Context: an optimization exercise on an open-source flow, tuned for small area, a short achievable clock period and few clock cycles per item. The choices shown serve that exercise and are no tape-out recipe. In this exercise RTL edits were held to simulation tests only and were not proved equivalent to the original. No activity file was given, so power comes from the tool's default toggle rates.

==> flow/design.v, too long to show whole: its modules and the start of the top module <==
// module arb_mul: 623 lines
// module arb_sqrt: 31 lines
// module arb_div: 26 lines
// module arcball_rotation_quaternion_unit: 412 lines
module arcball_rotation_quaternion_unit #(
  parameter int COORD_BITS = 12,
  parameter int FRAC_BITS  = 16
) (
  input  logic                   clk,
  input  logic                   rst,
  input  logic                   cfg_we,
  input  logic [CFG_INDEX_W-1:0] cfg_index,
  input  logic [CFG_DATA_W-1:0]  cfg_data,
  input  logic                   pointer_valid,
  output logic                   pointer_ready,
  input  logic                   pointer_action,
  input  logic [COORD_BITS-1:0]  pointer_x,
  input  logic [COORD_BITS-1:0]  pointer_y,
  output logic                   rotation_valid,
  input  logic                   rotation_ready,
  output logic [FRAC_BITS+1:0]   rot_x,
  output logic [FRAC_BITS+1:0]   rot_y,
  output logic [FRAC_BITS+1:0]   rot_z,
  output logic [FRAC_BITS+1:0]   rot_w
);
  // ...
==> flow/run.sh <==
#!/bin/bash
# synth_recipe.tcl (not shown) runs the flow's synth.tcl, then flattens the netlist and writes it again
# the make line also repeats each setting of config.mk as NAME=value (left out here)
make -C /OpenROAD-flow-scripts/flow DESIGN_CONFIG=/design/flow/config.mk WORK_HOME=/design/flow/orfs CLKGATE_MAP_FILE= SYNTH_SCRIPT=/design/flow/synth_recipe.tcl finish
==> flow/config.mk <==
export PLATFORM = sky130hd
export DESIGN_NAME = arcball_rotation_quaternion_unit
export DESIGN_NICKNAME = arcball_rotation_quaternion_unit
export VERILOG_FILES = /design/flow/design.v
export SDC_FILE = /design/flow/constraint.sdc
export NUM_CORES = 4
export LEC_CHECK = 0
export CAP_MARGIN = 20
export CORE_MARGIN = 2
export CORE_UTILIZATION = 60
export PLACE_DENSITY = 0.7
export SETUP_SLACK_MARGIN = 4
export SLEW_MARGIN = 20
==> flow/constraint.sdc <==
create_clock -name core_clock -period 12.5 [get_ports {clk}]
set_input_delay 2.5000 -clock core_clock [delete_from_list [all_inputs] [get_ports {clk}]]
set_output_delay 2.5000 -clock core_clock [all_outputs]
set_load 0.01 [all_outputs]
==> flow_summary_export.csv, run 1 <==
group,metric,value,unit
critical_path,worstSetupStartpoint,"it_root[10]",
detailed_routing,met2_wirelength,74650,µm
run,max_cap_violations,0,
die,tap_cells,1030,
pwr,net-switching-power,0.002744,W
critical_path,endpoint_kind,"register",
critical_path,worstPathMaxFanout,16,
cts,clock_path_buffers,3,
sta,drv_slew,0,
cts,clkLatencyLatePin,670,ps
yosys,top_count_cell_post_synth,"sky130_fd_sc_hd__nand2_1",
status,outcome,"complete, no violations",
die,dieHeight,281.7,µm
layout,num_antenna_cells,2,
layout,seqCellArea,12960,µm²
yosys,yosys.area.top_type_share,14.93,%
die,core,76200,µm²
pwr,power.clock.total,0.00194,W
yosys,post_synth_xor_area_fraction,6.416,%
pwr,finalPower,0.007052,W
yosys,top_cells_by_area_in_the_synthesized_netlist,"sky130_fd_sc_hd__edfxtp_1, sky130_fd_sc_hd__dfxtp_1, sky130_fd_sc_hd__fa_1",
yosys,synth_seq_area_share,27.99,%
pwr,sequentialPowerShare,29.9,%
cts,post_cts_buffers,24,
critical_path,data_arrival_time_of_the_worst_path,8800,ps
die,floorplan.die_area,79360,µm²
yosys,synth_top_area_cell,"sky130_fd_sc_hd__edfxtp_1",
pwr,switching_part_of_the_total,38.91,%
yosys,count_of_flip_flops_with_a_built_in_enable_after_synthesis,230,
cts,clkSinkCount,532,
critical_path,cp_slowest_stage_delay,560,ps
detailed_routing,routedLengthMet1,65060,µm
global_routing,use_met2,64.47,%
yosys,async_flop_share,0,%
global_routing,grt_usage,42.72,%
detailed_routing,highest_layer,"met5",
cts,clock_tree_from_tritoncts,"yes",
sta,postLayoutSetupSlackWorst,4065,ps
sta,finalSetupTns,0,ps
Testbench counts, summed over its fixed seeds: cycles 37,576, items 2,880.
==> module arcball_rotation_quaternion_unit, before the edit <==
module arcball_rotation_quaternion_unit #(
  parameter int COORD_BITS = 12,
  parameter int FRAC_BITS  = 16
) (
  input  logic                   clk,
  input  logic                   rst,
  input  logic                   cfg_we,
  input  logic [CFG_INDEX_W-1:0] cfg_index,
  input  logic [CFG_DATA_W-1:0]  cfg_data,
  input  logic                   pointer_valid,
  output logic                   pointer_ready,
  input  logic                   pointer_action,
  input  logic [COORD_BITS-1:0]  pointer_x,
  input  logic [COORD_BITS-1:0]  pointer_y,
  output logic                   rotation_valid,
  input  logic                   rotation_ready,
  output logic [FRAC_BITS+1:0]   rot_x,
  output logic [FRAC_BITS+1:0]   rot_y,
  output logic [FRAC_BITS+1:0]   rot_z,
  output logic [FRAC_BITS+1:0]   rot_w
);
  localparam logic [17:0] ONE_O = 18'h10000;
  logic [17:0] scale_x, scale_y;
  logic [31:0] eps;
  logic        rq_v, rq_act;
  logic [11:0] rq_px, rq_py;
  logic [4:0]  cnt;
  logic        f_v, f_act, b_v, t_v;
  logic        eps_pend;
  logic [3:0]  ec;
  logic        ovalid;
  logic        bigf;
  logic        outside;
  logic        d_v, d_act, d_xs, d_ys;    
  logic        b_out;                     
  logic        mx_s, my_s;
  logic [17:0] mx_m, my_m;
  logic        ex_s, ey_s, ax_s, ay_s;
  logic [16:0] ex_m, ey_m, ez_m, ax_m, ay_m, az_m;
  logic [20:0] it_rem;
  logic [35:0] it_rad;
  logic [17:0] it_root;
  logic [17:0] dy_rem;
  logic [20:0] nx_rem;
  logic [35:0] nx_rad;
  logic [17:0] nx_root;
  logic [17:0] nx_dxr, nx_dxq, nx_dyr, nx_dyq;
  logic [17:0] opa, opb;
  logic [2:0]  iop;
  logic        ineg;
  logic [35:0] ms, mc;
  logic [35:0] s_q, c_q;
  logic [2:0]  op_q;
  logic        neg_q;
  logic [35:0] acc;
  logic [17:0] ox, oy, oz, ow;
  logic go0, hold2, adv;
  assign go0   = rq_v | b_v | t_v | d_v;
  assign hold2 = eps_pend | (b_v & ovalid & ~rotation_ready);
  assign adv   = (cnt == 5'd0) ? go0 : (cnt == 5'd2) ? ~hold2 : 1'b1;
  logic [2:0]  ei;         
  logic [1:0]  ej;         
  logic [17:0] ec_c;
  logic [16:0] ec_x;
  always_comb begin
    case (ec)
      4'd0, 4'd1, 4'd2: begin ei = 3'd0; end
      4'd3, 4'd4, 4'd5: begin ei = 3'd1; end
      default:          begin ei = 3'd2; end
    endcase
    case (ec)
      4'd0, 4'd3, 4'd6: ej = 2'd0;
      4'd1, 4'd4, 4'd7: ej = 2'd1;
      default:          ej = 2'd2;
    endcase
    ec_c = (ei == 3'd0) ? ox : (ei == 3'd1) ? oy : oz;
    ec_x = ec_c[17] ? ~ec_c[16:0] : ec_c[16:0];
  end
  always_comb begin
    opa  = '0;
    opb  = '0;
    iop  = OP_NOP;
    ineg = 1'b0;
    case (cnt)
      5'd0: if (rq_v) begin
        opa = {6'd0, rq_px}; opb = scale_x; iop = OP_MAPX;
      end
      5'd1: if (f_v) begin
        opa = {6'd0, rq_py}; opb = scale_y; iop = OP_MAPY;
      end
      5'd2: begin
        if (eps_pend) begin
          if (ec <= 4'd8) begin
            iop = (ec == 4'd0) ? OP_LD : OP_AC;
            case (ej)
              2'd0:    begin opa = {1'b0, ec_x}; opb = {1'b0, ec_x}; end
              2'd1:    begin opa = {1'b0, ec_x}; opb = {16'd0, ec_c[17], 1'b0}; end
              default: begin opa = {17'd0, ec_c[17]}; opb = 18'd1; end
            endcase
          end
        end else if (f_v) begin
          opa = mx_m; opb = mx_m; iop = OP_LD;
        end
      end
      5'd3: if (f_v) begin
        opa = my_m; opb = my_m; iop = OP_AC;
      end
      5'd4: if (b_v && !b_out) begin   
        opa = {1'b0, ay_m}; opb = {1'b0, ez_m}; iop = OP_LD; ineg = ay_s;
      end
      5'd5: if (b_v && !b_out) begin
        opa = {1'b0, az_m}; opb = {1'b0, ey_m}; iop = OP_AC; ineg = ~ey_s;
      end
      5'd6: if (b_v && !b_out) begin   
        opa = {1'b0, az_m}; opb = {1'b0, ex_m}; iop = OP_LD; ineg = ex_s;
      end
      5'd7: if (b_v) begin
        if (!b_out) begin
          opa = {1'b0, ax_m}; opb = {1'b0, ez_m}; iop = OP_AC; ineg = ~ax_s;
        end else begin      
          opa = {1'b0, az_m}; opb = {1'b0, ey_m}; iop = OP_LD; ineg = ~ey_s;
        end
      end
      5'd8: if (b_v) begin
        if (!b_out) begin   
          opa = {1'b0, ax_m}; opb = {1'b0, ey_m}; iop = OP_LD; ineg = ax_s ^ ey_s;
        end else begin      
          opa = {1'b0, az_m}; opb = {1'b0, ex_m}; iop = OP_LD; ineg = ex_s;
        end
      end
      5'd9: if (b_v) begin
        if (!b_out) begin
          opa = {1'b0, ay_m}; opb = {1'b0, ex_m}; iop = OP_AC; ineg = ~(ay_s ^ ex_s);
        end else begin      
          opa = {1'b0, ax_m}; opb = {1'b0, ey_m}; iop = OP_LD; ineg = ax_s ^ ey_s;
        end
      end
      5'd10: if (b_v) begin
        if (!b_out) begin   
          opa = {1'b0, ax_m}; opb = {1'b0, ex_m}; iop = OP_LD; ineg = ax_s ^ ex_s;
        end else begin
          opa = {1'b0, ay_m}; opb = {1'b0, ex_m}; iop = OP_AC; ineg = ~(ay_s ^ ex_s);
        end
      end
      5'd11: if (b_v) begin
        if (!b_out) begin
          opa = {1'b0, ay_m}; opb = {1'b0, ey_m}; iop = OP_AC; ineg = ay_s ^ ey_s;
        end else begin      
          opa = {1'b0, ax_m}; opb = {1'b0, ex_m}; iop = OP_LD; ineg = ax_s ^ ex_s;
        end
      end
      5'd12: if (b_v) begin
        if (!b_out) begin
          opa = {1'b0, az_m}; opb = {1'b0, ez_m}; iop = OP_AC; ineg = 1'b0;
        end else begin
          opa = {1'b0, ay_m}; opb = {1'b0, ey_m}; iop = OP_AC; ineg = ay_s ^ ey_s;
        end
      end
      default: ;
    endcase
  end
  arb_mul u_mul (
    .a (opa),
    .b (opb),
    .s (ms),
    .c (mc)
  );
  always_ff @(posedge clk) begin
    s_q   <= ms;
    c_q   <= mc;
    neg_q <= ineg;
    if (rst) op_q <= OP_NOP;
    else     op_q <= iop;
  end
  logic [35:0] base, bx, u, v, tsum, res;
  always_comb begin
    base = (op_q == OP_AC) ? acc : 36'd0;
    bx   = neg_q ? ~base : base;
    u    = bx ^ s_q ^ c_q;
    v    = (bx & s_q) | (bx & c_q) | (s_q & c_q);
    tsum = u + {v[34:0], 1'b0};
    res  = neg_q ? ~tsum : tsum;
  end
  logic        p_lt;
  logic [17:0] p_mag;
  always_comb begin
    logic        gt3;
    logic [17:0] m_lt, m_ge;
    p_lt  = (res[35:16] == 20'd0);
    m_lt  = 18'h10000 - {2'b00, res[15:0]};
    gt3   = (res[35:18] != 18'd0) || ((res[17:16] == 2'b11) && (res[15:0] != 16'd0));
    m_ge  = gt3 ? 18'h20000 : (res[17:0] - 18'h10000);
    p_mag = p_lt ? m_lt : m_ge;
  end
  logic [17:0] rnd;
  logic        rnd_big;
  logic [16:0] hi_mask;
  always_comb begin
    logic        sg, cy;
    logic [20:0] q;
    logic [16:0] x;
    sg = acc[35];
    cy = acc[15] & (~sg | (acc[14:0] != 15'd0));
    q  = {acc[35], acc[35:16]} + {20'd0, cy};
    if (!q[20] && (q > 21'h10000))      rnd = 18'h10000;
    else if (q[20] && (q < 21'h1F0000)) rnd = 18'h30000;
    else                                rnd = q[17:0];
    for (int i = 0; i < 17; i++) hi_mask[i] = ((eps >> (2 * i)) == 32'd0);
    x = rnd[17] ? ~rnd[16:0] : rnd[16:0];
    rnd_big = |(x & hi_mask);
  end
  arb_sqrt #(.K(3)) u_sqrt (
    .rem_i  (it_rem),
    .rad_i  (it_rad),
    .root_i (it_root),
    .rem_o  (nx_rem),
    .rad_o  (nx_rad),
    .root_o (nx_root)
  );
  arb_div #(.K(3)) u_divx (
    .den   (it_root),
    .rem_i (it_rem[17:0]),
    .nq_i  (it_rad[35:18]),
    .rem_o (nx_dxr),
    .nq_o  (nx_dxq)
  );
  arb_div #(.K(3)) u_divy (
    .den   (it_root),
    .rem_i (dy_rem),
    .nq_i  (it_rad[17:0]),
    .rem_o (nx_dyr),
    .nq_o  (nx_dyq)
  );
  logic        len_out;
  logic [35:0] len_rad;
  logic [33:0] numx, numy;
  always_comb begin
    len_out = (acc[35:33] != 3'd0) || (acc[32] && (acc[31:0] != 32'd0));
    len_rad = len_out ? acc : (36'h1_0000_0000 - acc);
    numx    = {(mx_m + {17'd0, it_root[17]}), it_root[16:1]};
    numy    = {(my_m + {17'd0, it_root[17]}), it_root[16:1]};
  end
  assign pointer_ready  = ~rq_v;
  assign rotation_valid = ovalid;
  assign rot_x = ox;
  assign rot_y = oy;
  assign rot_z = oz;
  assign rot_w = ow;
  always_ff @(posedge clk) begin
    if (rst) begin
      scale_x  <= 18'd256;
      scale_y  <= 18'd256;
      eps      <= 32'd1;
      rq_v     <= 1'b0;
      cnt      <= '0;
      f_v      <= 1'b0;
      b_v      <= 1'b0;
      t_v      <= 1'b0;
      eps_pend <= 1'b0;
      ec       <= '0;
      ovalid   <= 1'b0;
      d_v      <= 1'b0;
      ax_s     <= 1'b0;
      ay_s     <= 1'b0;
      ax_m     <= '0;
      ay_m     <= '0;
      az_m     <= '0;
    end else begin
      if (cfg_we) begin
        case (cfg_index)
          REG_SCALE_X:    scale_x <= cfg_data[17:0];
          REG_SCALE_Y:    scale_y <= cfg_data[17:0];
          REG_EPSILON_SQ: eps     <= cfg_data;
          default: ;
        endcase
      end
      if (pointer_valid && !rq_v) begin
        rq_v   <= 1'b1;
        rq_act <= pointer_action;
        rq_px  <= pointer_x;
        rq_py  <= pointer_y;
      end
      if (ovalid && rotation_ready) ovalid <= 1'b0;
      case (cnt)
        5'd0: if (go0) begin
          f_v   <= rq_v;
          f_act <= rq_act;
        end
        5'd1: begin
          if (f_v) rq_v <= 1'b0;
          if (t_v) begin
            t_v <= 1'b0;
            if (bigf) ovalid <= 1'b1;
            else      eps_pend <= 1'b1;
          end
        end
        5'd2: if (eps_pend) begin
          ec <= ec + 4'd1;
          if (ec == 4'd10) begin
            ec       <= '0;
            eps_pend <= 1'b0;
            ovalid   <= 1'b1;
          end
        end
        5'd5: if (d_v) begin
          d_v <= 1'b0;
          if (!d_act) begin
            ax_s <= d_xs;
            ay_s <= d_ys;
            ax_m <= nx_dxq[16:0];
            ay_m <= nx_dyq[16:0];
            az_m <= '0;
          end
        end
        5'd12: begin
          if (f_v && !f_act && !outside) begin
            ax_s <= mx_s;
            ay_s <= my_s;
            ax_m <= mx_m[16:0];
            ay_m <= my_m[16:0];
            az_m <= it_root[16:0];
          end
          d_v   <= f_v & outside;
          d_act <= f_act;
          d_xs  <= mx_s;
          d_ys  <= my_s;
          b_v   <= f_v & f_act;
          b_out <= outside;
          t_v   <= b_v;
          f_v   <= 1'b0;
        end
        default: ;
      endcase
      if (adv) begin
        case (cnt)
          5'd2:    cnt <= (f_v | b_v | d_v) ? 5'd3 : 5'd0;
          5'd12:   cnt <= 5'd0;
          default: cnt <= cnt + 5'd1;
        endcase
      end
    end
  end
  always_ff @(posedge clk) begin
    case (op_q)
      OP_MAPX: begin mx_s <= p_lt; mx_m <= p_mag; end
      OP_MAPY: begin my_s <= ~p_lt; my_m <= p_mag; end
      OP_LD, OP_AC: acc <= res;
      default: ;
    endcase
    if (cnt == 5'd12 && f_v && f_act && !outside) begin
      ex_s <= mx_s;
      ey_s <= my_s;
      ex_m <= mx_m[16:0];
      ey_m <= my_m[16:0];
      ez_m <= it_root[16:0];
    end
    if (cnt == 5'd5 && d_v && d_act) begin
      ex_s <= d_xs;
      ey_s <= d_ys;
      ex_m <= nx_dxq[16:0];
      ey_m <= nx_dyq[16:0];
      ez_m <= '0;
    end
    if (d_v && adv && cnt <= 5'd5) begin
      it_rem <= {3'd0, nx_dxr};
      dy_rem <= nx_dyr;
      it_rad <= {nx_dxq, nx_dyq};
    end
    case (cnt)
      5'd5: begin
        outside <= len_out;
        it_rem  <= '0;
        it_rad  <= len_rad;
        it_root <= '0;
      end
      5'd6, 5'd7, 5'd8, 5'd9, 5'd10, 5'd11: begin
        it_rem  <= nx_rem;
        it_rad  <= nx_rad;
        it_root <= nx_root;
      end
      5'd12: begin
        it_rem <= {5'd0, numx[33:18]};
        dy_rem <= {2'd0, numy[33:18]};
        it_rad <= {numx[17:0], numy[17:0]};
      end
      default: ;
    endcase
    if (b_v && !b_out) begin
      case (cnt)
        5'd7:  begin ox <= rnd; bigf <= rnd_big; end
        5'd9:  begin oy <= rnd; bigf <= bigf | rnd_big; end
        5'd11: begin oz <= rnd; bigf <= bigf | rnd_big; end
        default: ;
      endcase
    end
    if (b_v && b_out) begin
      case (cnt)
        5'd9:  begin ox <= rnd; bigf <= rnd_big; end
        5'd10: begin oy <= rnd; bigf <= bigf | rnd_big; end
        5'd12: begin oz <= rnd; bigf <= bigf | rnd_big; end
        default: ;
      endcase
    end
    if (cnt == 5'd1 && t_v) ow <= rnd;
    if (cnt == 5'd2 && eps_pend && ec == 4'd10 && acc <= {4'd0, eps}) begin
      ox <= '0;
      oy <= '0;
      oz <= '0;
      ow <= ONE_O;
    end
  end
endmodule
==> inputs of run 2 (changes only) <==
--- a/flow/design.v
+++ b/flow/design.v
@@ -721,6 +721,6 @@
   logic        rq_v, rq_act;
   logic [11:0] rq_px, rq_py;
-  logic [4:0]  cnt;
-  logic        f_v, f_act, b_v, t_v;
+  logic [3:0]  cnt;
+  logic        m_v, m_act, s_v, s_act, d_v, d_act, d_out, b_v, b_out;
   logic        eps_pend;
   logic [3:0]  ec;
@@ -728,18 +728,19 @@
   logic        bigf;
   logic        outside;
-  logic        d_v, d_act, d_xs, d_ys;    
-  logic        b_out;                     
   logic        mx_s, my_s;
   logic [17:0] mx_m, my_m;
-  logic        ex_s, ey_s, ax_s, ay_s;
-  logic [16:0] ex_m, ey_m, ez_m, ax_m, ay_m, az_m;
+  logic        sx_s, sy_s;
+  logic [17:0] sx_m, sy_m;
   logic [20:0] it_rem;
   logic [35:0] it_rad;
   logic [17:0] it_root;
-  logic [17:0] dy_rem;
   logic [20:0] nx_rem;
   logic [35:0] nx_rad;
   logic [17:0] nx_root;
+  logic        d_xs, d_ys;
+  logic [17:0] dxr, dxq, dyr, dyq, dden;
   logic [17:0] nx_dxr, nx_dxq, nx_dyr, nx_dyq;
+  logic        ex_s, ey_s, ax_s, ay_s;
+  logic [16:0] ex_m, ey_m, ez_m, ax_m, ay_m, az_m;
   logic [17:0] opa, opb;
   logic [2:0]  iop;
@@ -752,105 +753,157 @@
   logic [17:0] ox, oy, oz, ow;
   logic go0, hold2, adv;
-  assign go0   = rq_v | b_v | t_v | d_v;
+  assign go0   = rq_v | s_v | d_v | b_v | eps_pend;
   assign hold2 = eps_pend | (b_v & ovalid & ~rotation_ready);
-  assign adv   = (cnt == 5'd0) ? go0 : (cnt == 5'd2) ? ~hold2 : 1'b1;
-  logic [2:0]  ei;         
-  logic [1:0]  ej;         
-  logic [17:0] ec_c;
-  logic [16:0] ec_x;
+  assign adv   = (cnt == 4'd0) ? go0 : (cnt == 4'd2) ? ~hold2 : 1'b1;
+  logic [3:0] cnt_n, ec_n;
+  logic       eps_pend_n, b_out_n;
   always_comb begin
-    case (ec)
-      4'd0, 4'd1, 4'd2: begin ei = 3'd0; end
-      4'd3, 4'd4, 4'd5: begin ei = 3'd1; end
-      default:          begin ei = 3'd2; end
-    endcase
-    case (ec)
+    cnt_n = cnt;
+    if (adv) begin
+      case (cnt)
+        4'd2:    cnt_n = (m_v | s_v | d_v | b_v) ? 4'd3 : 4'd0;
+        4'd12:   cnt_n = 4'd0;
+        default: cnt_n = cnt + 4'd1;
+      endcase
+    end
+    ec_n       = ec;
+    eps_pend_n = eps_pend;
+    if (cnt == 4'd2 && eps_pend) begin
+      ec_n = ec + 4'd1;
+      if (ec == 4'd10) begin
+        ec_n       = '0;
+        eps_pend_n = 1'b0;
+      end
+    end
+    if (cnt == 4'd12 && b_v && !bigf) eps_pend_n = 1'b1;
+    b_out_n = (cnt == 4'd12) ? d_out : b_out;
+    if (rst) begin
+      cnt_n      = '0;
+      ec_n       = '0;
+      eps_pend_n = 1'b0;
+    end
+  end
+  localparam int A_PX = 0, A_PY = 1, A_MX = 2, A_MY = 3, A_AX = 4, A_AY = 5,
+                 A_AZ = 6, A_EC = 7, A_ES = 8;
+  localparam int B_SX = 0, B_SY = 1, B_MX = 2, B_MY = 3, B_EX = 4, B_EY = 5,
+                 B_EZ = 6, B_EC = 7, B_E2 = 8, B_ONE = 9;
+  logic [8:0]  sel_a, sel_a_n;
+  logic [9:0]  sel_b, sel_b_n;
+  logic [2:0]  ecs, ecs_n;    
+  always_comb begin
+    logic [1:0] ej;
+    sel_a_n = '0;
+    sel_b_n = '0;
+    case (ec_n)
       4'd0, 4'd3, 4'd6: ej = 2'd0;
       4'd1, 4'd4, 4'd7: ej = 2'd1;
       default:          ej = 2'd2;
     endcase
-    ec_c = (ei == 3'd0) ? ox : (ei == 3'd1) ? oy : oz;
+    case (ec_n)
+      4'd0, 4'd1, 4'd2: ecs_n = 3'b001;
+      4'd3, 4'd4, 4'd5: ecs_n = 3'b010;
+      default:          ecs_n = 3'b100;
+    endcase
+    case (cnt_n)
+      4'd0: begin sel_a_n[A_PX] = 1'b1; sel_b_n[B_SX] = 1'b1; end
+      4'd1: begin sel_a_n[A_PY] = 1'b1; sel_b_n[B_SY] = 1'b1; end
+      4'd2: begin
+        if (eps_pend_n) begin
+          case (ej)
+            2'd0:    begin sel_a_n[A_EC] = 1'b1; sel_b_n[B_EC] = 1'b1; end
+            2'd1:    begin sel_a_n[A_EC] = 1'b1; sel_b_n[B_E2] = 1'b1; end
+            default: begin sel_a_n[A_ES] = 1'b1; sel_b_n[B_ONE] = 1'b1; end
+          endcase
+        end else if (b_out_n) begin sel_a_n[A_AZ] = 1'b1; sel_b_n[B_EY] = 1'b1; end
+        else                  begin sel_a_n[A_AY] = 1'b1; sel_b_n[B_EZ] = 1'b1; end
+      end
+      4'd3: begin sel_a_n[A_AZ] = 1'b1; if (b_out_n) sel_b_n[B_EX] = 1'b1; else sel_b_n[B_EY] = 1'b1; end
+      4'd4: begin
+        if (b_out_n) begin sel_a_n[A_AX] = 1'b1; sel_b_n[B_EY] = 1'b1; end
+        else         begin sel_a_n[A_AZ] = 1'b1; sel_b_n[B_EX] = 1'b1; end
+      end
+      4'd5: begin
+        if (b_out_n) begin sel_a_n[A_AY] = 1'b1; sel_b_n[B_EX] = 1'b1; end
+        else         begin sel_a_n[A_AX] = 1'b1; sel_b_n[B_EZ] = 1'b1; end
+      end
+      4'd6: begin sel_a_n[A_AX] = 1'b1; if (b_out_n) sel_b_n[B_EX] = 1'b1; else sel_b_n[B_EY] = 1'b1; end
+      4'd7: begin sel_a_n[A_AY] = 1'b1; if (b_out_n) sel_b_n[B_EY] = 1'b1; else sel_b_n[B_EX] = 1'b1; end
+      4'd8:  begin sel_a_n[A_AX] = 1'b1; sel_b_n[B_EX] = 1'b1; end
+      4'd9:  begin sel_a_n[A_AY] = 1'b1; sel_b_n[B_EY] = 1'b1; end
+      4'd10: begin sel_a_n[A_AZ] = 1'b1; sel_b_n[B_EZ] = 1'b1; end
+      4'd11: begin sel_a_n[A_MX] = 1'b1; sel_b_n[B_MX] = 1'b1; end
+      4'd12: begin sel_a_n[A_MY] = 1'b1; sel_b_n[B_MY] = 1'b1; end
+      default: ;
+    endcase
+  end
+  always_ff @(posedge clk) begin
+    sel_a <= sel_a_n;
+    sel_b <= sel_b_n;
+    ecs   <= ecs_n;
+  end
+  logic [17:0] ec_c;
+  logic [16:0] ec_x;
+  always_comb begin
+    ec_c = ({18{ecs[0]}} & ox) | ({18{ecs[1]}} & oy) | ({18{ecs[2]}} & oz);
     ec_x = ec_c[17] ? ~ec_c[16:0] : ec_c[16:0];
+    opa  = ({18{sel_a[A_PX]}} & {6'd0, rq_px})
+         | ({18{sel_a[A_PY]}} & {6'd0, rq_py})
+         | ({18{sel_a[A_MX]}} & mx_m)
+         | ({18{sel_a[A_MY]}} & my_m)
+         | ({18{sel_a[A_AX]}} & {1'b0, ax_m})
+         | ({18{sel_a[A_AY]}} & {1'b0, ay_m})
+         | ({18{sel_a[A_AZ]}} & {1'b0, az_m})
+         | ({18{sel_a[A_EC]}} & {1'b0, ec_x})
+         | ({18{sel_a[A_ES]}} & {17'd0, ec_c[17]});
+    opb  = ({18{sel_b[B_SX]}} & scale_x)
+         | ({18{sel_b[B_SY]}} & scale_y)
+         | ({18{sel_b[B_MX]}} & mx_m)
+         | ({18{sel_b[B_MY]}} & my_m)
+         | ({18{sel_b[B_EX]}} & {1'b0, ex_m})
+         | ({18{sel_b[B_EY]}} & {1'b0, ey_m})
+         | ({18{sel_b[B_EZ]}} & {1'b0, ez_m})
+         | ({18{sel_b[B_EC]}} & {1'b0, ec_x})
+         | ({18{sel_b[B_E2]}} & {16'd0, ec_c[17], 1'b0})
+         | ({18{sel_b[B_ONE]}} & 18'd1);
   end
   always_comb begin
-    opa  = '0;
-    opb  = '0;
     iop  = OP_NOP;
     ineg = 1'b0;
     case (cnt)
-      5'd0: if (rq_v) begin
-        opa = {6'd0, rq_px}; opb = scale_x; iop = OP_MAPX;
-      end
-      5'd1: if (f_v) begin
-        opa = {6'd0, rq_py}; opb = scale_y; iop = OP_MAPY;
-      end
-      5'd2: begin
+      4'd0: if (rq_v) iop = OP_MAPX;
+      4'd1: if (m_v)  iop = OP_MAPY;
+      4'd2: begin
         if (eps_pend) begin
-          if (ec <= 4'd8) begin
-            iop = (ec == 4'd0) ? OP_LD : OP_AC;
-            case (ej)
-              2'd0:    begin opa = {1'b0, ec_x}; opb = {1'b0, ec_x}; end
-              2'd1:    begin opa = {1'b0, ec_x}; opb = {16'd0, ec_c[17], 1'b0}; end
-              default: begin opa = {17'd0, ec_c[17]}; opb = 18'd1; end
-            endcase
-          end
-        end else if (f_v) begin
-          opa = mx_m; opb = mx_m; iop = OP_LD;
-        end
-      end
-      5'd3: if (f_v) begin
-        opa = my_m; opb = my_m; iop = OP_AC;
-      end
-      5'd4: if (b_v && !b_out) begin   
-        opa = {1'b0, ay_m}; opb = {1'b0, ez_m}; iop = OP_LD; ineg = ay_s;
-      end
-      5'd5: if (b_v && !b_out) begin
-        opa = {1'b0, az_m}; opb = {1'b0, ey_m}; iop = OP_AC; ineg = ~ey_s;
-      end
-      5'd6: if (b_v && !b_out) begin   
-        opa = {1'b0, az_m}; opb = {1'b0, ex_m}; iop = OP_LD; ineg = ex_s;
-      end
-      5'd7: if (b_v) begin
-        if (!b_out) begin
-          opa = {1'b0, ax_m}; opb = {1'b0, ez_m}; iop = OP_AC; ineg = ~ax_s;
-        end else begin      
-          opa = {1'b0, az_m}; opb = {1'b0, ey_m}; iop = OP_LD; ineg = ~ey_s;
-        end
-      end
-      5'd8: if (b_v) begin
-        if (!b_out) begin   
-          opa = {1'b0, ax_m}; opb = {1'b0, ey_m}; iop = OP_LD; ineg = ax_s ^ ey_s;
-        end else begin      
-          opa = {1'b0, az_m}; opb = {1'b0, ex_m}; iop = OP_LD; ineg = ex_s;
-        end
-      end
-      5'd9: if (b_v) begin
-        if (!b_out) begin
-          opa = {1'b0, ay_m}; opb = {1'b0, ex_m}; iop = OP_AC; ineg = ~(ay_s ^ ex_s);
-        end else begin      
-          opa = {1'b0, ax_m}; opb = {1'b0, ey_m}; iop = OP_LD; ineg = ax_s ^ ey_s;
-        end
-      end
-      5'd10: if (b_v) begin
-        if (!b_out) begin   
-          opa = {1'b0, ax_m}; opb = {1'b0, ex_m}; iop = OP_LD; ineg = ax_s ^ ex_s;
-        end else begin
-          opa = {1'b0, ay_m}; opb = {1'b0, ex_m}; iop = OP_AC; ineg = ~(ay_s ^ ex_s);
-        end
-      end
-      5'd11: if (b_v) begin
-        if (!b_out) begin
-          opa = {1'b0, ay_m}; opb = {1'b0, ey_m}; iop = OP_AC; ineg = ay_s ^ ey_s;
-        end else begin      
-          opa = {1'b0, ax_m}; opb = {1'b0, ex_m}; iop = OP_LD; ineg = ax_s ^ ex_s;
-        end
-      end
-      5'd12: if (b_v) begin
-        if (!b_out) begin
-          opa = {1'b0, az_m}; opb = {1'b0, ez_m}; iop = OP_AC; ineg = 1'b0;
-        end else begin
-          opa = {1'b0, ay_m}; opb = {1'b0, ey_m}; iop = OP_AC; ineg = ay_s ^ ey_s;
-        end
-      end
+          if (ec <= 4'd8) iop = (ec == 4'd0) ? OP_LD : OP_AC;
+        end else if (b_v) begin
+          iop  = OP_LD;
+          ineg = b_out ? ~ey_s : ay_s;                
+        end
+      end
+      4'd3: if (b_v) begin
+        if (!b_out) begin iop = OP_AC; ineg = ~ey_s; end    
+        else        begin iop = OP_LD; ineg = ex_s;  end    
+      end
+      4'd4: if (b_v) begin
+        iop  = OP_LD;
+        ineg = b_out ? (ax_s ^ ey_s) : ex_s;         
+      end
+      4'd5: if (b_v) begin
+        iop  = OP_AC;
+        ineg = b_out ? ~(ay_s ^ ex_s) : ~ax_s;       
+      end
+      4'd6: if (b_v) begin
+        iop  = OP_LD;
+        ineg = b_out ? (ax_s ^ ex_s) : (ax_s ^ ey_s);  
+      end
+      4'd7: if (b_v) begin
+        iop  = OP_AC;
+        ineg = b_out ? (ay_s ^ ey_s) : ~(ay_s ^ ex_s);  
+      end
+      4'd8:  if (b_v && !b_out) begin iop = OP_LD; ineg = ax_s ^ ex_s; end   
+      4'd9:  if (b_v && !b_out) begin iop = OP_AC; ineg = ay_s ^ ey_s; end   
+      4'd10: if (b_v && !b_out) begin iop = OP_AC; ineg = 1'b0;        end   
+      4'd11: if (m_v) iop = OP_LD;
+      4'd12: if (m_v) iop = OP_AC;
       default: ;
     endcase
@@ -906,5 +959,5 @@
     rnd_big = |(x & hi_mask);
   end
-  arb_sqrt #(.K(3)) u_sqrt (
+  arb_sqrt #(.K(2)) u_sqrt (
     .rem_i  (it_rem),
     .rad_i  (it_rad),
@@ -914,15 +967,15 @@
     .root_o (nx_root)
   );
-  arb_div #(.K(3)) u_divx (
-    .den   (it_root),
-    .rem_i (it_rem[17:0]),
-    .nq_i  (it_rad[35:18]),
+  arb_div #(.K(2)) u_divx (
+    .den   (dden),
+    .rem_i (dxr),
+    .nq_i  (dxq),
     .rem_o (nx_dxr),
     .nq_o  (nx_dxq)
   );
-  arb_div #(.K(3)) u_divy (
-    .den   (it_root),
-    .rem_i (dy_rem),
-    .nq_i  (it_rad[17:0]),
+  arb_div #(.K(2)) u_divy (
+    .den   (dden),
+    .rem_i (dyr),
+    .nq_i  (dyq),
     .rem_o (nx_dyr),
     .nq_o  (nx_dyq)
@@ -934,6 +987,6 @@
     len_out = (acc[35:33] != 3'd0) || (acc[32] && (acc[31:0] != 32'd0));
     len_rad = len_out ? acc : (36'h1_0000_0000 - acc);
-    numx    = {(mx_m + {17'd0, it_root[17]}), it_root[16:1]};
-    numy    = {(my_m + {17'd0, it_root[17]}), it_root[16:1]};
+    numx    = {(sx_m + {17'd0, it_root[17]}), it_root[16:1]};
+    numy    = {(sy_m + {17'd0, it_root[17]}), it_root[16:1]};
   end
   assign pointer_ready  = ~rq_v;
@@ -949,12 +1002,9 @@
       eps      <= 32'd1;
       rq_v     <= 1'b0;
-      cnt      <= '0;
-      f_v      <= 1'b0;
+      m_v      <= 1'b0;
+      s_v      <= 1'b0;
+      d_v      <= 1'b0;
       b_v      <= 1'b0;
-      t_v      <= 1'b0;
-      eps_pend <= 1'b0;
-      ec       <= '0;
       ovalid   <= 1'b0;
-      d_v      <= 1'b0;
       ax_s     <= 1'b0;
       ay_s     <= 1'b0;
@@ -979,61 +1029,33 @@
       if (ovalid && rotation_ready) ovalid <= 1'b0;
       case (cnt)
-        5'd0: if (go0) begin
-          f_v   <= rq_v;
-          f_act <= rq_act;
-        end
-        5'd1: begin
-          if (f_v) rq_v <= 1'b0;
-          if (t_v) begin
-            t_v <= 1'b0;
-            if (bigf) ovalid <= 1'b1;
-            else      eps_pend <= 1'b1;
-          end
-        end
-        5'd2: if (eps_pend) begin
-          ec <= ec + 4'd1;
-          if (ec == 4'd10) begin
-            ec       <= '0;
-            eps_pend <= 1'b0;
-            ovalid   <= 1'b1;
-          end
-        end
-        5'd5: if (d_v) begin
-          d_v <= 1'b0;
-          if (!d_act) begin
+        4'd0: if (go0) begin
+          m_v   <= rq_v;
+          m_act <= rq_act;
+        end
+        4'd1: if (m_v) rq_v <= 1'b0;
+        4'd2: if (eps_pend && ec == 4'd10) ovalid <= 1'b1;
+        4'd12: begin
+          if (b_v && bigf) ovalid <= 1'b1;
+          if (d_v && !d_act) begin
             ax_s <= d_xs;
             ay_s <= d_ys;
-            ax_m <= nx_dxq[16:0];
-            ay_m <= nx_dyq[16:0];
-            az_m <= '0;
+            ax_m <= dxq[16:0];
+            ay_m <= dyq[16:0];
+            az_m <= d_out ? 17'd0 : dden[16:0];
           end
-        end
-        5'd12: begin
-          if (f_v && !f_act && !outside) begin
-            ax_s <= mx_s;
-            ay_s <= my_s;
-            ax_m <= mx_m[16:0];
-            ay_m <= my_m[16:0];
-            az_m <= it_root[16:0];
-          end
-          d_v   <= f_v & outside;
-          d_act <= f_act;
-          d_xs  <= mx_s;
-          d_ys  <= my_s;
-          b_v   <= f_v & f_act;
-          b_out <= outside;
-          t_v   <= b_v;
-          f_v   <= 1'b0;
+          b_v   <= d_v & d_act;
+          d_v   <= s_v;
+          d_act <= s_act;
+          s_v   <= m_v;
+          s_act <= m_act;
+          m_v   <= 1'b0;
         end
         default: ;
       endcase
-      if (adv) begin
-        case (cnt)
-          5'd2:    cnt <= (f_v | b_v | d_v) ? 5'd3 : 5'd0;
-          5'd12:   cnt <= 5'd0;
-          default: cnt <= cnt + 5'd1;
-        endcase
-      end
     end
+    cnt      <= cnt_n;
+    ec       <= ec_n;
+    eps_pend <= eps_pend_n;
+    b_out    <= b_out_n;
   end
   always_ff @(posedge clk) begin
@@ -1044,47 +1066,52 @@
       default: ;
     endcase
-    if (cnt == 5'd12 && f_v && f_act && !outside) begin
-      ex_s <= mx_s;
-      ey_s <= my_s;
-      ex_m <= mx_m[16:0];
-      ey_m <= my_m[16:0];
-      ez_m <= it_root[16:0];
+    if (cnt == 4'd1) begin
+      outside <= len_out;
+      it_rem  <= '0;
+      it_rad  <= len_rad;
+      it_root <= '0;
     end
-    if (cnt == 5'd5 && d_v && d_act) begin
-      ex_s <= d_xs;
-      ey_s <= d_ys;
-      ex_m <= nx_dxq[16:0];
-      ey_m <= nx_dyq[16:0];
-      ez_m <= '0;
+    if (adv && cnt >= 4'd2 && cnt <= 4'd10) begin
+      it_rem  <= nx_rem;
+      it_rad  <= nx_rad;
+      it_root <= nx_root;
     end
-    if (d_v && adv && cnt <= 5'd5) begin
-      it_rem <= {3'd0, nx_dxr};
-      dy_rem <= nx_dyr;
-      it_rad <= {nx_dxq, nx_dyq};
+    if (d_v && d_out && adv && cnt <= 4'd8) begin
+      dxr <= nx_dxr;
+      dxq <= nx_dxq;
+      dyr <= nx_dyr;
+      dyq <= nx_dyq;
     end
-    case (cnt)
-      5'd5: begin
-        outside <= len_out;
-        it_rem  <= '0;
-        it_rad  <= len_rad;
-        it_root <= '0;
-      end
-      5'd6, 5'd7, 5'd8, 5'd9, 5'd10, 5'd11: begin
-        it_rem  <= nx_rem;
-        it_rad  <= nx_rad;
-        it_root <= nx_root;
-      end
-      5'd12: begin
-        it_rem <= {5'd0, numx[33:18]};
-        dy_rem <= {2'd0, numy[33:18]};
-        it_rad <= {numx[17:0], numy[17:0]};
+    if (cnt == 4'd12) begin
+      sx_s <= mx_s;
+      sx_m <= mx_m;
+      sy_s <= my_s;
+      sy_m <= my_m;
+      if (d_v && d_act) begin
+        ex_s <= d_xs;
+        ey_s <= d_ys;
+        ex_m <= dxq[16:0];
+        ey_m <= dyq[16:0];
+        ez_m <= d_out ? 17'd0 : dden[16:0];
+      end
+      d_xs  <= sx_s;
+      d_ys  <= sy_s;
+      d_out <= outside;
+      dden  <= it_root;
+      if (outside) begin
+        dxr <= {2'd0, numx[33:18]};
+        dxq <= numx[17:0];
+        dyr <= {2'd0, numy[33:18]};
+        dyq <= numy[17:0];
+      end else begin
+        dxq <= sx_m;
+        dyq <= sy_m;
       end
-      default: ;
-    endcase
+    end
     if (b_v && !b_out) begin
       case (cnt)
-        5'd7:  begin ox <= rnd; bigf <= rnd_big; end
-        5'd9:  begin oy <= rnd; bigf <= bigf | rnd_big; end
-        5'd11: begin oz <= rnd; bigf <= bigf | rnd_big; end
+        4'd5: begin ox <= rnd; bigf <= rnd_big; end
+        4'd7: begin oy <= rnd; bigf <= bigf | rnd_big; end
+        4'd9: begin oz <= rnd; bigf <= bigf | rnd_big; end
         default: ;
       endcase
@@ -1092,12 +1119,12 @@
     if (b_v && b_out) begin
       case (cnt)
-        5'd9:  begin ox <= rnd; bigf <= rnd_big; end
-        5'd10: begin oy <= rnd; bigf <= bigf | rnd_big; end
-        5'd12: begin oz <= rnd; bigf <= bigf | rnd_big; end
+        4'd4: begin ox <= rnd; bigf <= rnd_big; end
+        4'd5: begin oy <= rnd; bigf <= bigf | rnd_big; end
+        4'd7: begin oz <= rnd; bigf <= bigf | rnd_big; end
         default: ;
       endcase
     end
-    if (cnt == 5'd1 && t_v) ow <= rnd;
-    if (cnt == 5'd2 && eps_pend && ec == 4'd10 && acc <= {4'd0, eps}) begin
+    if (cnt == 4'd12 && b_v) ow <= rnd;
+    if (cnt == 4'd2 && eps_pend && ec == 4'd10 && acc <= {4'd0, eps}) begin
       ox <= '0;
       oy <= '0;
==> flow/flow/run.sh (new file) <==
#!/bin/bash
set -euo pipefail
export SETUP_SLACK_MARGIN=6.5
bash standard.sh finish > run_standard.log 2>&1
==> flow/standard.sh (new file) <==
#!/bin/bash
# synth_recipe.tcl (not shown) runs the flow's synth.tcl, then flattens the netlist and writes it again
# the make line also repeats each setting of config.mk as NAME=value (left out here)
make -C /OpenROAD-flow-scripts/flow DESIGN_CONFIG=/design/flow/config.mk WORK_HOME=/design/flow/orfs CLKGATE_MAP_FILE= SYNTH_SCRIPT=/design/flow/synth_recipe.tcl "${@:-finish}"
--- a/flow/config.mk
+++ b/flow/config.mk
@@ -8,6 +8,4 @@
 export CAP_MARGIN = 20
 export CORE_MARGIN = 2
-export CORE_UTILIZATION = 60
-export PLACE_DENSITY = 0.7
-export SETUP_SLACK_MARGIN = 4
+export CORE_UTILIZATION = 40
 export SLEW_MARGIN = 20
removed: flow/run.sh
==> flow_summary_export.csv, run 2 <==
group,metric,value,unit
status,outcome,"complete, no violations",
detailed_routing,drt-total-wl,158000,µm
layout,commonest_non_fill_non_tap_cell_in_the_layout,"sky130_fd_sc_hd__nand2_1",
die,rows,124,
cts,clock_path_buffers,3,
global_routing,via_count_of_the_first_global_routing_pass,36900,
global_routing,initial_antenna_violation_count,6,
critical_path,critical_path_end,"my_m[9]",
sta,final.hold.worst_slack,400.7,ps
global_routing,wire_length_of_the_first_global_routing_pass,234900,µm
cts,cts-root-buf,"sky130_fd_sc_hd__clkbuf_16",
die,floorplan.die_area,117400,µm²
cts,clkSinkCount,660,
yosys,top_cells_by_area_in_the_synthesized_netlist,"sky130_fd_sc_hd__edfxtp_1, sky130_fd_sc_hd__dfxtp_1, sky130_fd_sc_hd__fa_1",
critical_path,worstSetupStartpoint,"op_q[2]",
yosys,syn_avg_cell_area,9.005,µm²
yosys,mappedNetlistArea,45870,µm²
yosys,synth_seq_area_share,35.79,%
yosys,top_count_cell_post_synth,"sky130_fd_sc_hd__nand2_1",
die,io-pin-count,138,
detailed_routing,post_drt_via_cell_ratio,5.651,
sta,timing_hold_violations_final,0,
critical_path,data_arrival_time_of_the_worst_path,6350,ps
detailed_routing,route.detailed.wl_per_inst,23.44,µm
sta,worst_clock_skew,34.10,ps
yosys,synth_common_cells,"sky130_fd_sc_hd__nand2_1, sky130_fd_sc_hd__inv_1, sky130_fd_sc_hd__nor2_1, sky130_fd_sc_hd__a21oi_1, sky130_fd_sc_hd__dfxtp_1",
sta,timing.slew.headroom,24.05,%
critical_path,path_class,"register to register",
critical_path,endpoint_kind,"register",
detailed_routing,detailedRoute.firstPassIterationCount,10,
pwr,leakage,21.12,nW
yosys,synth_flop_cell,"sky130_fd_sc_hd__dfxtp_1",
critical_path,startpoint_type,"register",
layout,top_regs,"acc (36), it_rad (36), s_q (35)",
yosys,synth_top_area_cell,"sky130_fd_sc_hd__edfxtp_1",
place,place_ws,5831,ps
detailed_routing,first_iter_violations,4395,
run,max_cap_violations,0,
sta,clock.fmax,170.5,MHz
yosys,postSynthNetCount,5661,
pwr,vdd_drop_max,152.0,µV
pwr,cellPowerDensity,229.9,nW/µm²
cts,clk_transition_reported_paths,60,ps
cts,cts_hold_repair.buffers,0,
detailed_routing,detail-route-antenna-nets,0,
cts,clock_tree_from_tritoncts,"yes",
critical_path,cp_slowest_stage_delay,550,ps
sta,count_of_final_setup_violators,0,
cts,cts_buffers,78,
critical_path,worstPathMaxFanout,11,
cts,clkLatencyLatePin,670,ps
place,final_gp_congestion,0.9556,
critical_path,critical-path-slowest-cell,"sky130_fd_sc_hd__or4b_1",
detailed_routing,via_count,38080,
critical_path,cp_data_required_time,12990,ps
global_routing,grt_usage,26.47,%
place,port-buffer-count,137,
layout,post-route-util,45.56,%
sta,layout_min_cycle_time,5865,ps
critical_path,ff2ff_path_depth,21,
yosys,yosys_warnings,3,
pwr,finalPower,0.01195,W
cts,htree_levels,3,
sta,unrepaired_setup_endpoints_after_global_routing,"yes",
sta,drv_slew,0,
critical_path,ff2ff_setup_slack,6640,ps
layout,mostFrequentLayoutCells,"sky130_fd_sc_hd__nand2_1, sky130_fd_sc_hd__inv_1, sky130_fd_sc_hd__nor2_1",
global_routing,grt_max_degree,74,
sta,finalSetupTns,0,ps
yosys,async_flop_share,0,%
global_routing,overflow,0,
sta,postLayoutSetupSlackWorst,6635,ps
sta,slew_at_the_pin_closest_to_its_max_slew_limit,1139,ps
critical_path,r2r_startpoint,"op_q[2]",
yosys,synthesized_instance_count,5094,
layout,num_antenna_cells,0,
yosys,synth_cell_types,88,
layout,area_growth_syn_to_layout,13.27,%
layout,nets_finish,5730,
yosys,postSynthRegisterBits,660,
die,start_util,40.22,%
critical_path,r2r-end,"my_m[9]",
die,dieWidth,342.6,µm
sta,layout_worst_path_cycle_share,46.92,%
die,core,114000,µm²
layout,layout-drive-gt1-share,7.079,%
die,dieHeight,342.6,µm
place,hpwlAfterDp,118200,µm
worst_hold_path,hold_class,"register to register",
critical_path,timing.critical_path.cells,"nor3b_4 > clkbuf_16 > nand2_1 > xnor2_1 > fa_1 > inv_1 > ha_1 > fa_2 > a21o_1 > a22oi_2 > a21o_1 > a21oi_1 > o31a_1 > xnor2_1 > a2111o_1 > or4b_1 > a2111oi_4 > buf_4 > or4b_4 > buf_12 > nor2_2",
detailed_routing,post-route-drc-count,0,
yosys,yosys.area.top_type_share,20.95,%
yosys,count_of_flip_flops_with_a_built_in_enable_after_synthesis,320,
-- run 2: cell types whose count changed after synthesis, sizes merged, moves of 18 or more --
| cell | before | now |
|---|---|---|
| dfxtp | 302 | 340 |
| nand2 | 653 | 610 |
| a221oi | 34 | 8 |
| a21o | 77 | 55 |
| a21oi | 396 | 341 |
| o21ai | 244 | 226 |
| or2 | 83 | 41 |
| a311oi | 32 | 4 |
| nor2 | 652 | 529 |
| mux2 | 90 | 15 |
| edfxtp | 230 | 320 |
| ha | 264 | 209 |
| inv | 560 | 578 |
| xor2 | 151 | 107 |
-- run 2: repair_timing --
action,CTS,global route
setup endpoints to repair,113,94
setup buffers,6,14
pin swaps,8,5
gates resized for setup,29,39
gates cloned,0,2
-- run 2: how the worst min path moves through the flow --
stage,start,cells after the start,endpoint
4_1_cts,rq_act,0,m_act
3_3_place_gp,m_act,0,s_act
5_1_grt,rq_act,0,m_act
6_report,rq_act,0,m_act
2_1_floorplan,s_act,0,d_act
3_5_place_dp,rq_act,0,m_act
-- run 2: metal layers --
layer	global-route usage [%]	routed length, µm	vias up
met2	40.78	70040	1716
met5	0	16	-
met4	9.695	6040	2
li1	-	-	17410
met1	36.41	67170	18670
met3	5.901	14690	285
-- run 2: cell families (layout without fill, tap and decap cells) --
logic type | count (synthesis) | in the layout | synth area share [%]
AND/OR/NAND/NOR | 1661 | 1661 | 16.35
AO/OA/AOI/OAI | 1007 | 1007 | 13.96
buffers and inverters | 839 | 972 | 6.898
flip-flops | 660 | 660 | 35.79
adder cells (fa/ha/maj) | 503 | 503 | 18.53
XOR/XNOR | 303 | 303 | 5.785
multiplexers | 121 | 121 | 2.681
-- run 2: area by class of cell --
type,instances,area [µm²]
Inverter,579,2181
Tap cell,1512,1892
Fill cell,10970,62080
Clock inverter,39,387.9
Clock buffer,105,2166
Timing Repair Buffer,249,2349
Multi-Input combinational cell,3595,26560
Sequential cell,660,16420
-- run 2: power breakdown --
group,internal (W),switching (W)
combinational,0.00247,0.00425
sequential,0.00268,0.000200
clock,0.00133,0.00101
total,0.00649,0.00546
-- run 2: critical path: cells and delay by family, from the launching register on --
family,cells,cell delay (ps)
flops,1,380
buf+inv,4,630
simple gates,5,1560
compound gates,7,1650
xor+xnor,2,310
fa+ha+maj,3,1140
-- run 2: per-stage QoR --
stage / cell area (µm²) / std cells
floorplan: 45880 / 5094
global placement: 48820 / 6562
detailed placement: 48840 / 6566
CTS: 51580 / 6716
global route: 51960 / 6739
finish: 51960 / 6739
Testbench counts of run 2, summed over its fixed seeds: cycles 37,768, items 2,880.
==> inputs of run 3 (changes only) <==
--- a/flow/design.v
+++ b/flow/design.v
@@ -753,9 +753,11 @@
   logic [17:0] ox, oy, oz, ow;
   logic go0, hold2, adv;
+  logic short, last;       
+  assign last = (cnt == 4'd12) | (short & (cnt == 4'd11));
   assign go0   = rq_v | s_v | d_v | b_v | eps_pend;
   assign hold2 = eps_pend | (b_v & ovalid & ~rotation_ready);
   assign adv   = (cnt == 4'd0) ? go0 : (cnt == 4'd2) ? ~hold2 : 1'b1;
   logic [3:0] cnt_n, ec_n;
-  logic       eps_pend_n, b_out_n;
+  logic       eps_pend_n, b_out_n, short_n;
   always_comb begin
     cnt_n = cnt;
@@ -763,6 +765,5 @@
       case (cnt)
         4'd2:    cnt_n = (m_v | s_v | d_v | b_v) ? 4'd3 : 4'd0;
-        4'd12:   cnt_n = 4'd0;
-        default: cnt_n = cnt + 4'd1;
+        default: cnt_n = last ? 4'd0 : cnt + 4'd1;
       endcase
     end
@@ -776,10 +777,12 @@
       end
     end
-    if (cnt == 4'd12 && b_v && !bigf) eps_pend_n = 1'b1;
-    b_out_n = (cnt == 4'd12) ? d_out : b_out;
+    if (last && b_v && !bigf) eps_pend_n = 1'b1;
+    b_out_n = last ? d_out : b_out;
+    short_n = last ? (~(d_v & d_act) | d_out) : short;
     if (rst) begin
       cnt_n      = '0;
       ec_n       = '0;
       eps_pend_n = 1'b0;
+      short_n    = 1'b1;
     end
   end
@@ -831,6 +834,12 @@
       4'd8:  begin sel_a_n[A_AX] = 1'b1; sel_b_n[B_EX] = 1'b1; end
       4'd9:  begin sel_a_n[A_AY] = 1'b1; sel_b_n[B_EY] = 1'b1; end
-      4'd10: begin sel_a_n[A_AZ] = 1'b1; sel_b_n[B_EZ] = 1'b1; end
-      4'd11: begin sel_a_n[A_MX] = 1'b1; sel_b_n[B_MX] = 1'b1; end
+      4'd10: begin
+        if (short_n) begin sel_a_n[A_MX] = 1'b1; sel_b_n[B_MX] = 1'b1; end
+        else         begin sel_a_n[A_AZ] = 1'b1; sel_b_n[B_EZ] = 1'b1; end
+      end
+      4'd11: begin
+        if (short_n) begin sel_a_n[A_MY] = 1'b1; sel_b_n[B_MY] = 1'b1; end
+        else         begin sel_a_n[A_MX] = 1'b1; sel_b_n[B_MX] = 1'b1; end
+      end
       4'd12: begin sel_a_n[A_MY] = 1'b1; sel_b_n[B_MY] = 1'b1; end
       default: ;
@@ -840,4 +849,5 @@
     sel_a <= sel_a_n;
     sel_b <= sel_b_n;
+    short <= short_n;
     ecs   <= ecs_n;
   end
@@ -903,6 +913,9 @@
       4'd8:  if (b_v && !b_out) begin iop = OP_LD; ineg = ax_s ^ ex_s; end   
       4'd9:  if (b_v && !b_out) begin iop = OP_AC; ineg = ay_s ^ ey_s; end   
-      4'd10: if (b_v && !b_out) begin iop = OP_AC; ineg = 1'b0;        end   
-      4'd11: if (m_v) iop = OP_LD;
+      4'd10: begin
+        if (short) begin if (m_v) iop = OP_LD; end                           
+        else if (b_v) begin iop = OP_AC; ineg = 1'b0; end                    
+      end
+      4'd11: if (m_v) iop = short ? OP_AC : OP_LD;
       4'd12: if (m_v) iop = OP_AC;
       default: ;
@@ -1035,22 +1048,22 @@
         4'd1: if (m_v) rq_v <= 1'b0;
         4'd2: if (eps_pend && ec == 4'd10) ovalid <= 1'b1;
-        4'd12: begin
-          if (b_v && bigf) ovalid <= 1'b1;
-          if (d_v && !d_act) begin
-            ax_s <= d_xs;
-            ay_s <= d_ys;
-            ax_m <= dxq[16:0];
-            ay_m <= dyq[16:0];
-            az_m <= d_out ? 17'd0 : dden[16:0];
-          end
-          b_v   <= d_v & d_act;
-          d_v   <= s_v;
-          d_act <= s_act;
-          s_v   <= m_v;
-          s_act <= m_act;
-          m_v   <= 1'b0;
-        end
         default: ;
       endcase
+      if (last) begin
+        if (b_v && bigf) ovalid <= 1'b1;
+        if (d_v && !d_act) begin
+          ax_s <= d_xs;
+          ay_s <= d_ys;
+          ax_m <= dxq[16:0];
+          ay_m <= dyq[16:0];
+          az_m <= d_out ? 17'd0 : dden[16:0];
+        end
+        b_v   <= d_v & d_act;
+        d_v   <= s_v;
+        d_act <= s_act;
+        s_v   <= m_v;
+        s_act <= m_act;
+        m_v   <= 1'b0;
+      end
     end
     cnt      <= cnt_n;
@@ -1083,5 +1096,5 @@
       dyq <= nx_dyq;
     end
-    if (cnt == 4'd12) begin
+    if (last) begin
       sx_s <= mx_s;
       sx_m <= mx_m;
@@ -1125,5 +1138,5 @@
       endcase
     end
-    if (cnt == 4'd12 && b_v) ow <= rnd;
+    if (last && b_v) ow <= rnd;
     if (cnt == 4'd2 && eps_pend && ec == 4'd10 && acc <= {4'd0, eps}) begin
       ox <= '0;
==> flow/flow/run.sh (replaced) <==
#!/bin/bash
set -euo pipefail
export SETUP_SLACK_MARGIN=7
bash standard.sh finish > run_standard.log 2>&1
==> flow_summary_export.csv, run 3 <==
group,metric,value,unit
yosys,post_synth_xor_area_fraction,5.841,%
layout,top_regs,"acc (36), it_rad (36), s_q (35)",
cts,clock_path_buffers,3,
global_routing,grt_max_degree,86,
yosys,yosys.area.top_type_share,20.87,%
die,dieHeight,343.2,µm
yosys,synth_flop_cell,"sky130_fd_sc_hd__dfxtp_1",
detailed_routing,drt-total-wl,164300,µm
layout,mostFrequentLayoutCells,"sky130_fd_sc_hd__nand2_1, sky130_fd_sc_hd__inv_1, sky130_fd_sc_hd__nor2_1",
detailed_routing,detailedRoute.firstPassIterationCount,9,
critical_path,worstPathMaxFanout,5,
global_routing,grt_usage,27.12,%
place,final_gp_congestion,0.9175,
place,port-buffer-count,137,
yosys,area_fraction_in_compound_gates_after_synthesis,13.87,%
sta,count_of_final_setup_violators,0,
critical_path,startpoint_type,"register",
cts,htree_levels,3,
sta,layout_min_cycle_time,5813,ps
detailed_routing,via_count,39560,
sta,final.hold.worst_slack,431.4,ps
critical_path,endpoint_kind,"register",
critical_path,critical-path-slowest-cell,"sky130_fd_sc_hd__or4_4",
sta,clock.fmax,172.0,MHz
sta,layout_worst_path_cycle_share,46.51,%
yosys,postSynthNetCount,5660,
sta,drv_slew,0,
layout,nets_finish,5876,
pwr,cellPowerDensity,207.7,nW/µm²
pwr,vdd_drop_max,208.1,µV
yosys,count_of_flip_flops_with_a_built_in_enable_after_synthesis,320,
detailed_routing,first_iter_violations,4362,
die,io-pin-count,138,
cts,clkSinkCount,661,
cts,cts_hold_repair.buffers,0,
critical_path,data_arrival_time_of_the_worst_path,6200,ps
yosys,postSynthRegisterBits,661,
die,dieWidth,343.2,µm
yosys,synth_seq_area_share,35.70,%
critical_path,timing.critical_path.cells,"nor3b_4 > buf_12 > buf_12 > buf_16 > nand2_4 > xnor2_2 > fa_1 > inv_2 > ha_4 > a211oi_4 > o21ai_2 > a22o_4 > a31oi_4 > a31oi_4 > a41o_1 > a311o_1 > a21oi_1 > xnor2_1 > or4_4 > or3_1",
critical_path,critical_path_buf_inv_count,4,
pwr,leakage,22.19,nW
layout,fillers,10790,
yosys,syn_avg_cell_area,9.039,µm²
yosys,mux_contribution_to_synthesized_area,2.992,%
yosys,yosys_warnings,3,
global_routing,initial_antenna_violation_count,1,
sta,unrepaired_setup_endpoints_after_global_routing,"yes",
cts,cts_buffers,76,
detailed_routing,detail-route-antenna-nets,0,
cts,clk_transition_reported_paths,60,ps
yosys,synth_top_family_by_area,"adder cells",
yosys,top_cells_by_area_in_the_synthesized_netlist,"sky130_fd_sc_hd__edfxtp_1, sky130_fd_sc_hd__dfxtp_1, sky130_fd_sc_hd__fa_1",
sta,timing.slew.headroom,18.22,%
layout,commonest_non_fill_non_tap_cell_in_the_layout,"sky130_fd_sc_hd__nand2_1",
sta,slew_at_the_pin_closest_to_its_max_slew_limit,1223,ps
detailed_routing,route.detailed.wl_per_inst,23.85,µm
die,rows,124,
yosys,top_count_cell_post_synth,"sky130_fd_sc_hd__nand2_1",
sta,finalSetupTns,0,ps
cts,cts-root-buf,"sky130_fd_sc_hd__clkbuf_16",
run,max_cap_violations,0,
layout,finish.instance_area,54840,µm²
critical_path,cp_slowest_stage_delay,750,ps
global_routing,overflow,0,
sta,worst_clock_skew,34.61,ps
worst_hold_path,hold_class,"register to register",
critical_path,path_class,"register to register",
global_routing,via_count_of_the_first_global_routing_pass,37420,
status,outcome,"complete, no violations",
place,cell_area_after_placement,49000,µm²
critical_path,cp_data_required_time,12890,ps
critical_path,crit_family,"compound AO/OA/AOI/OAI gates",
yosys,async_flop_share,0,%
layout,layout-drive-gt1-share,13.31,%
yosys,synthesized_area_fraction_occupied_by_adder_cells,18.47,%
die,floorplan.die_area,117800,µm²
detailed_routing,post-route-drc-count,0,
detailed_routing,post_drt_via_cell_ratio,5.742,
sta,timing_hold_violations_final,0,
global_routing,wire_length_of_the_first_global_routing_pass,240500,µm
cts,clkLatencyLatePin,680,ps
yosys,mappedNetlistArea,46040,µm²
die,core,114200,µm²
yosys,synth_top_area_cell,"sky130_fd_sc_hd__edfxtp_1",
place,hpwlAfterDp,116400,µm
yosys,synth_cell_types,97,
cts,clock_tree_from_tritoncts,"yes",
layout,post-route-util,48.02,%
yosys,synth_simple_gate_area_share,16.24,%
layout,area_growth_syn_to_layout,19.12,%
yosys,synthesized_instance_count,5093,
die,start_util,40.31,%
yosys,synth_common_cells,"sky130_fd_sc_hd__nand2_1, sky130_fd_sc_hd__inv_1, sky130_fd_sc_hd__nor2_1, sky130_fd_sc_hd__dfxtp_1, sky130_fd_sc_hd__edfxtp_1",
## run 3: changes by cell type after synthesis, sizes merged, moves of 8 or more
| cell | before | now |
|---|---|---|
| a31oi | 24 | 49 |
| a21oi | 341 | 319 |
| a21o | 55 | 73 |
| mux2i | 106 | 123 |
| nor2b | 46 | 31 |
| a22oi | 74 | 61 |
| nor4 | 24 | 13 |
| xnor2 | 196 | 205 |
| nor2 | 529 | 521 |
| o31a | 12 | 4 |
## run 3: report_power, final
part,internal [W],switching (W)
clock network,0.00132,0.00102
registers,0.00263,0.000197
logic,0.00244,0.00378
## run 3: final timing paths
kind / depth (start not counted) / end / startpoint / slack (ps)
worst max-delay path: 20 / my_m[17] / op_q[2] / 6690
worst min-delay path: 0 / d_xs / sx_s / 430
worst max register to register: 20 / my_m[17] / op_q[2] / 6690
worst min register to register: 0 / d_xs / sx_s / 430
## run 3: area by class of cell
cell class | count | area (µm²) | area share, %
inverters | 577 | 2233 | 4.073
diodes | 4 | 10.01 | 0.01825
well taps | 1512 | 1892 | 3.450
clock buffers | 111 | 2226 | 4.059
multi-input cells | 3603 | 27920 | 50.91
flip-flops and latches | 661 | 16450 | 30.01
clock inverters | 31 | 371.6 | 0.6777
repair buffers | 390 | 3731 | 6.804
## run 3: logic make-up after synthesis
group	Yosys count
multiplexers	136
flip-flops	661
AO/OA/AOI/OAI	997
AND/OR/NAND/NOR	1654
buffers and inverters	835
adder cells (fa/ha/maj)	503
XOR/XNOR	307
## run 3: what timing repair did
| action | in CTS | in global routing |
|---|---|---|
| cloned | 9 | 5 |
| endpoints found under the hold margin | 0 | 0 |
| pin swaps | 59 | 126 |
| gates resized for setup | 179 | 199 |
| setup endpoints to repair | 135 | 171 |
| buffers inserted | 85 | 84 |
## run 3: metal layers
metal / vias to the layer above / routed length (µm) / GRT usage [%]
met2: 1919 / 72220 / 41.31
met5: - / 0 / 0
li1: 17740 / - / -
met4: 0 / 7553 / 11.07
met1: 19570 / 69110 / 38.52
met3: 337 / 15450 / 4.122
## run 3: per-stage QoR
step / total power [W] / setup slack, ps / cells
floorplan: 0.006739 / 7003 / 5093
global placement: 0.008269 / 5894 / 6559
CTS: 0.01104 / 6774 / 6796
detailed placement: 0.008298 / 5821 / 6560
finish: 0.01139 / 6687 / 6889
global route: 0.01209 / 6589 / 6886
Testbench counts of run 3, summed over its fixed seeds: cycles 36,607, items 2,880.
==> inputs of run 4 (changes only) <==
==> flow/flow/run.sh (replaced) <==
#!/bin/bash
set -euo pipefail
export SETUP_SLACK_MARGIN=8
bash standard.sh finish > run_standard.log 2>&1
--- a/flow/config.mk
+++ b/flow/config.mk
@@ -9,3 +9,3 @@
 export CORE_MARGIN = 2
 export CORE_UTILIZATION = 40
-export SLEW_MARGIN = 20
+export SLEW_MARGIN = 30
==> flow_summary_export.csv, run 4 <==
group,metric,value,unit
status,outcome,"complete, no violations",
cts,clock_tree_from_tritoncts,"yes",
die,dieHeight,343.2,µm
die,floorplan.die_area,117800,µm²
worst_hold_path,worst_hold_path.endpoint,"d_ys",
worst_hold_path,timing.hold.worst_path_depth,0,
place,placed_cells,6558,
layout,post-route-util,51.76,%
yosys,count_of_flip_flops_with_a_built_in_enable_after_synthesis,320,
layout,mostFrequentLayoutCells,"sky130_fd_sc_hd__nand2_1, sky130_fd_sc_hd__inv_1, sky130_fd_sc_hd__nor2_1",
cts,cts_hold_repair.buffers,0,
detailed_routing,detail-route-antenna-nets,0,
pwr,cellPowerDensity,227.4,nW/µm²
critical_path,critical_path_buf_inv_count,5,
critical_path,crit_family,"simple AND/OR/NAND/NOR gates",
cts,htree_levels,3,
global_routing,overflow,0,
sta,drv_slew,0,
layout,commonest_non_fill_non_tap_cell_in_the_layout,"sky130_fd_sc_hd__nand2_1",
pwr,switching_part_of_the_total,43.28,%
die,rows,124,
cts,clkSinkCount,661,
yosys,yosys.area.top_type_share,20.87,%
yosys,synth_top_area_cell,"sky130_fd_sc_hd__edfxtp_1",
sta,slew_at_the_pin_closest_to_its_max_slew_limit,1338,ps
die,start_util,40.31,%
yosys,synthesized_instance_count,5093,
yosys,synth_cell_types,97,
global_routing,grt_usage,28.19,%
global_routing,via_count_of_the_first_global_routing_pass,39150,
run,max_cap_violations,0,
layout,area_growth_syn_to_layout,28.40,%
pwr,vdd_drop_max,453.4,µV
yosys,top_cells_by_area_in_the_synthesized_netlist,"sky130_fd_sc_hd__edfxtp_1, sky130_fd_sc_hd__dfxtp_1, sky130_fd_sc_hd__fa_1",
layout,top_regs,"acc (36), it_rad (36), s_q (35)",
cts,clk_transition_reported_paths,60,ps
place,final_gp_congestion,0.9621,
critical_path,cp_slowest_stage_delay,590,ps
detailed_routing,route.detailed.wl_per_inst,23.96,µm
global_routing,grt_max_degree,83,
place,port-buffer-count,137,
detailed_routing,detailedRoute.firstPassIterationCount,6,
die,io-pin-count,138,
pwr,p_clk_share,17.7,%
layout,layout-drive-gt1-share,23.15,%
detailed_routing,post-route-drc-count,0,
critical_path,data_arrival_time_of_the_worst_path,6040,ps
yosys,postSynthNetCount,5660,
detailed_routing,drt-total-wl,170000,µm
run 4: cell counts after synthesis:
No cell type changed its count.
run 4: metrics by stage:
stage               area [µm²]  worst slack (ps)  total power (W)
finish                   59110              6870          0.01344
global route             59110              6745          0.01416
CTS                      57150              6876          0.01231
detailed placement       49710              6335         0.008401
global placement         49660              6133         0.008324
floorplan                47160              7193         0.007024
run 4: kinds of logic after synthesis:
kind of cell	synth area share, %
AND/OR/NAND/NOR	16.24
flip-flops	35.70
adder cells (fa/ha/maj)	18.47
AO/OA/AOI/OAI	13.87
multiplexers	2.992
buffers and inverters	6.882
XOR/XNOR	5.841
run 4: worst max path at each step:
stage | from | to | depth (start not counted)
floorplan | neg_q | my_s | 23
global placement | ecs[0] | c_q[23] | 14
detailed placement | neg_q | mx_m[17] | 17
CTS | op_q[0] | mx_m[17] | 20
global route | op_q[1] | mx_m[17] | 21
finish | op_q[1] | mx_m[17] | 21
run 4: area by class of cell:
type,count,area (µm²),area share (%)
Clock buffer,113,2240,3.789
Antenna cell,1,2.502,0.004234
Timing Repair inverter,3,35.03,0.05927
Sequential cell,661,16460,27.84
Multi-Input combinational cell,3604,30070,50.87
Clock inverter,31,409.1,0.6922
Tap cell,1512,1892,3.201
Inverter,577,2236,3.783
Timing Repair Buffer,592,5771,9.762
run 4: worst register-to-register path, stage by stage, from the launching register on:
cell                       delay, ps
sky130_fd_sc_hd__dfxtp_4         350
sky130_fd_sc_hd__nor3b_4         190
sky130_fd_sc_hd__buf_6           130
sky130_fd_sc_hd__buf_12          120
sky130_fd_sc_hd__buf_12          120
sky130_fd_sc_hd__buf_12          110
sky130_fd_sc_hd__nand2_4          60
sky130_fd_sc_hd__xnor2_2         170
sky130_fd_sc_hd__fa_1            530
sky130_fd_sc_hd__inv_2            50
sky130_fd_sc_hd__ha_4            230
sky130_fd_sc_hd__a21o_1          180
sky130_fd_sc_hd__a21oi_2         130
sky130_fd_sc_hd__o211ai_1        110
sky130_fd_sc_hd__a221o_1         340
sky130_fd_sc_hd__a21o_1          200
sky130_fd_sc_hd__xnor2_2         150
sky130_fd_sc_hd__or4_4           490
sky130_fd_sc_hd__or3_1           350
sky130_fd_sc_hd__or4_4           420
sky130_fd_sc_hd__or4_4           590
sky130_fd_sc_hd__or3_4           370
run 4: power groups by stage:
stage	Clock (W)	Combinational, W	Sequential (W)
final	0.00238	0.00828	0.00279
after global routing	0.00249	0.00886	0.00281
after CTS	0.00241	0.00712	0.00279
after detailed placement	0	0.00554	0.00286
after global placement	0	0.00547	0.00286
after floorplan	0	0.00427	0.00276
run 4: repair_timing:
action,in CTS,in global routing
endpoints found under the setup margin,238,290
buffers inserted,270,101
gates cloned,20,0
gates resized for setup,527,286
pin swaps,208,161
run 4: routing by layer:
layer	track usage, %	vias up	wire length, µm	part of all wire, %
li1	-	18160	-	-
met1	36.73	19870	68540	40
met2	44.59	1834	76840	45
met3	6.648	413	15930	9.4
met4	12.60	14	8605	5.1
met5	0	-	84	0.049

Check on run 4: ideal ports give 6.870 ns setup slack; a clkbuf_16 on the clock port and buf_2 on the inputs give 6.870 ns; moving port delays by the midpoint clock arrival (0.719 ns) as well gives 6.870 ns.
